This design comes from an exercise in tuning for small area, a short achievable clock period and few clock cycles per item on the open sky130 flow, not from production work.
The RTL was checked by simulation tests, not by an equivalence proof against the original design.
No activity file was given, so power comes from the tool's default toggle rates.

## sorted_list_insert_remove
module sorted_list_insert_remove #(
   parameter int CAPACITY    = 32,
   parameter int VALUE_WIDTH = 32
) (
   input  wire                                clock,
   input  wire                                reset,
   input  wire                                req_valid,
   output logic                               req_ready,
   input  wire  [sli_pkg::FUNC_W-1:0]         req_func,
   input  wire  signed [sli_pkg::ITEM_W-1:0]  req_item_value,
   output logic                               rsp_valid,
   input  wire                                rsp_ready,
   output logic [sli_pkg::STATUS_W-1:0]       rsp_status,
   output logic [sli_pkg::POS_W-1:0]          rsp_position,
   output logic [sli_pkg::CNT_W-1:0]          rsp_comparisons,
   output logic [sli_pkg::CNT_W-1:0]          rsp_moves,
   output logic [sli_pkg::CNT_W-1:0]          rsp_entry_count,
   output logic                               rsp_is_empty,
   output logic                               rsp_is_full
);
clock: 5.5 ns
lec_check: 0
cap_margin: 20
core_margin: 2
core_utilization: 60
cts_buf_list: sky130_fd_sc_hd__clkbuf_8
cts_cluster_size: 30
setup_slack_margin: 2.7
slew_margin: 20
run.sh (not shown) runs the stock make flow with config.mk's settings and CLKGATE_MAP_FILE= SYNTH_SCRIPT=/design/flow/synth_recipe.tcl, a recipe that flattens the netlist after the stock synthesis.
The starting point completed with no timing, DRC or antenna violations.
Testbench counts at the start, summed over its fixed seeds: cycles 12,048, items 12,000.
Edit:
--- a/flow/config.mk
+++ b/flow/config.mk
@@ -10,5 +10,3 @@
 export CORE_UTILIZATION = 60
-export CTS_BUF_LIST = sky130_fd_sc_hd__clkbuf_8
-export CTS_CLUSTER_SIZE = 30
-export SETUP_SLACK_MARGIN = 2.7
+export SETUP_SLACK_MARGIN = 2.5
 export SLEW_MARGIN = 20
The changed run finished clean.
Wire length drops by 3.6%.
Worst hold slack improved by 0.0092 ns.
Setup slack improved by 0.0092 ns.
Total power climbs by 5.5%.
Clock power climbs by about 10%.
Die area does not change.
Maximum frequency climbs by 0.31%.
First-iteration DRC count stays flat.
Global-route usage drops by 1.1 points.


Another version of the RTL of sorted_list_insert_remove (not shown whole).
For scale: about 5400 cells after synthesis, about 67 I/O pins, about 73000 um^2 of cells after synthesis.
==> flow/config.mk <==
export PLATFORM = sky130hd
export DESIGN_NAME = sorted_list_insert_remove
export DESIGN_NICKNAME = sorted_list_insert_remove
export VERILOG_FILES = /design/flow/design.v
export SDC_FILE = /design/flow/constraint.sdc
export NUM_CORES = 4
export LEC_CHECK = 0
export CAP_MARGIN = 20
export CORE_MARGIN = 2
export CORE_UTILIZATION = 55
export CTS_CLUSTER_DIAMETER = 100
export CTS_CLUSTER_SIZE = 25
export SETUP_SLACK_MARGIN = 2.8
export SLEW_MARGIN = 20
==> flow/constraint.sdc <==
create_clock -name core_clock -period 5.5 [get_ports {clock}]
set_input_delay 1.1000 -clock core_clock [delete_from_list [all_inputs] [get_ports {clock}]]
set_output_delay 1.1000 -clock core_clock [all_outputs]
set_load 0.01 [all_outputs]
standard.sh (not shown) runs the stock make flow with config.mk's settings and CLKGATE_MAP_FILE= SYNTH_SCRIPT=/design/flow/synth_recipe.tcl, a recipe that flattens the netlist after the stock synthesis.
==> flow/flow/run.sh <==
#!/bin/bash
# Own layout flow: the standard layout (standard.sh, with its synthesis unchanged) with two
# resizer settings changed:
#  - the ports are buffered with buf_4 instead of the buffer buffer_ports picks by itself
#  - timing repair may swap a cell for one with a different footprint (MATCH_CELL_FOOTPRINT=0)
# make's full output goes to flow_make.log; ORFS keeps each step's log under orfs/logs/.
set -euo pipefail
bash standard.sh finish MATCH_CELL_FOOTPRINT=0 \
   "BUFFER_PORTS_ARGS=-buffer_cell sky130_fd_sc_hd__buf_4" > flow_make.log 2>&1
The first run finished clean.
Testbench counts at the start, summed over its fixed seeds: cycles 12,048, items 12,000.
Next try:
- CTS_CLUSTER_DIAMETER: 100 -> 150
- CTS_CLUSTER_SIZE: 25 -> 30
Outcome:
- worst hold slack got worse by 0.0080 ns
- sequential power is about the same
- final area decreases by 0.34%
- setup slack loses 0.094 ns
- power decreases by 3.0%
- synthesized area is unchanged
- routed wire length is about the same
- non-clock buffer count went up by 4
- die area does not change
- fmax fell by 3.3%
Next try:
- CTS_CLUSTER_SIZE: 30 -> 25
Final area hardly moves.
Die area stays the same.
Cell count hardly moves.
Clock skew hardly moves.
Utilization increases by 0.16 points.
Next try:
- CORE_UTILIZATION: 55 -> 50
Result: The changed run finished with timing, DRC and antenna clean; setup slack improves by 0.037 ns; global-route usage shrinks by 1.7 points; non-clock buffer count grows by 28; worst hold slack improves by 0.0095 ns; power is about the same; core utilization shrinks by 5.1 points; clock power barely changes; clock-buffer cell count shrinks by 2; routed wire length grows by about 3%; sequential share of layout area shrinks by 0.32 points.
Next try:
- CORE_UTILIZATION: 50 -> 60
What happened:
- The new run completed with no timing, DRC or antenna violations
- global-route usage increases by 4.0 points
- clock skew went down by 0.0070 ns
- worst hold slack is about the same
- non-clock buffer count drops by 39
- via count stays flat
- routed wire length went down by 4.5%
- die area fell by 17%
Next try:
- CORE_UTILIZATION: 60 -> 40
- CTS_CLUSTER_DIAMETER: 150 -> default
- CTS_CLUSTER_SIZE: 25 -> default
- SETUP_SLACK_MARGIN: 2.8 -> 2.9
The new run completed with no timing, DRC or antenna violations.
Global-route usage shrinks by 8.8 points.
Cell area grows by 6.6%.
Worst hold slack stays flat.
Via count grows by 2.1%.
Power grows by 24%.
Register-to-register slack stays flat.
Critical path depth grows by 5.
Routed wire length grows by 8.1%.
Sequential cell count is unchanged.


sorted_list_insert_remove again, from the RTL that the note above started with.
==> flow/design.v (excerpt) <==
module sorted_list_insert_remove #(
   parameter int CAPACITY    = 32,
   parameter int VALUE_WIDTH = 32
) (
   input  wire                                clock,
   input  wire                                reset,
   input  wire                                req_valid,
   output logic                               req_ready,
   input  wire  [sli_pkg::FUNC_W-1:0]         req_func,
   input  wire  signed [sli_pkg::ITEM_W-1:0]  req_item_value,
   output logic                               rsp_valid,
   input  wire                                rsp_ready,
   output logic [sli_pkg::STATUS_W-1:0]       rsp_status,
   output logic [sli_pkg::POS_W-1:0]          rsp_position,
   output logic [sli_pkg::CNT_W-1:0]          rsp_comparisons,
   output logic [sli_pkg::CNT_W-1:0]          rsp_moves,
   output logic [sli_pkg::CNT_W-1:0]          rsp_entry_count,
   output logic                               rsp_is_empty,
   output logic                               rsp_is_full
);
clock: 5.5 ns
lec_check: 0
cap_margin: 20
core_margin: 2
core_utilization: 40
setup_slack_margin: 3.2
slew_margin: 20
Scripts as last shown in full above: flow/flow/run.sh
The starting point finished with timing, DRC and antenna clean.
Testbench counts at the start, summed over its fixed seeds: cycles 12,048, items 12,000.
Next try:
- CORE_UTILIZATION: 40 -> 55
- SETUP_SLACK_MARGIN: 3.2 -> 2.8
Utilization grows by 16 points.
Register-to-register slack is better by 0.08 ns.
Count of clock-buffer cells in the layout came out lower by 16.
Final cell count shrinks by 8.6%.
Combinational power falls by about 9%.
Final area decreases by 4.2%.
Via count is lower by 3.0%.
Setup slack gains 0.081 ns.
Non-clock buffer count fell by 100.
First-iteration DRC count went up by 2.0%.

## what the ideal ports hide
The flow's constraints put no driver on any port. The routed layouts listed below were extracted and timed again, unchanged, in two steps. Step 1 sets driving cells, clkbuf_16 on the clock port and buf_2 on the other inputs (assumed; they add their load-dependent delay and slew). Step 2, shift: input delay + t, output delay - t, t = (earliest + latest rising clock arrival at the registers) / 2. This alone moves slack from input paths to output paths. Slacks: ideal ports / drivers / drivers and shift; pairs: ideal ports / drivers.
| run | t, ns | setup WS [ns] | worst setup path after step 2 | worst register clock-pin slew, ns | worst slew at a driven data input, ns |
|---|---|---|---|---|---|
| the first run of note 1 | 1.031 | 2.528 / 2.528 / 1.965 | input to register | 0.07 / 0.07 | 0.07 |
| the second run of note 1 | 0.857 | 2.537 / 2.537 / 2.112 | input to register | 0.06 / 0.06 | 0.10 |
| the first run of note 2 | 0.776 | 2.773 / 2.773 / 2.470 | input to register | 0.11 / 0.11 | 0.07 |
| the second run of note 2 | 0.801 | 2.679 / 2.679 / 2.437 | input to register | 0.12 / 0.12 | 0.08 |
| the third run of note 2 | 0.772 | 2.801 / 2.801 / 2.454 | input to register | 0.11 / 0.11 | 0.08 |
| the fourth run of note 2 | 0.784 | 2.838 / 2.838 / 2.175 | input to register | 0.11 / 0.11 | 0.05 |
| the fifth run of note 2 | 0.758 | 2.767 / 2.767 / 2.457 | input to register | 0.11 / 0.11 | 0.05 |
| the sixth run of note 2 | 0.889 | 2.768 / 2.768 / 2.480 | input to register | 0.07 / 0.07 | 0.08 |
| the first run of note 3 | 0.859 | 2.756 / 2.756 / 2.620 | input to register | 0.07 / 0.07 | 0.10 |
| the second run of note 3 | 0.856 | 2.837 / 2.837 / 2.418 | input to register | 0.06 / 0.06 | 0.07 |
After both steps setup and hold are still met in every run listed. The setup slack of the fourth run of note 2, which loses most, moves by 0.000 ns with the drivers and by -0.663 ns with both steps.
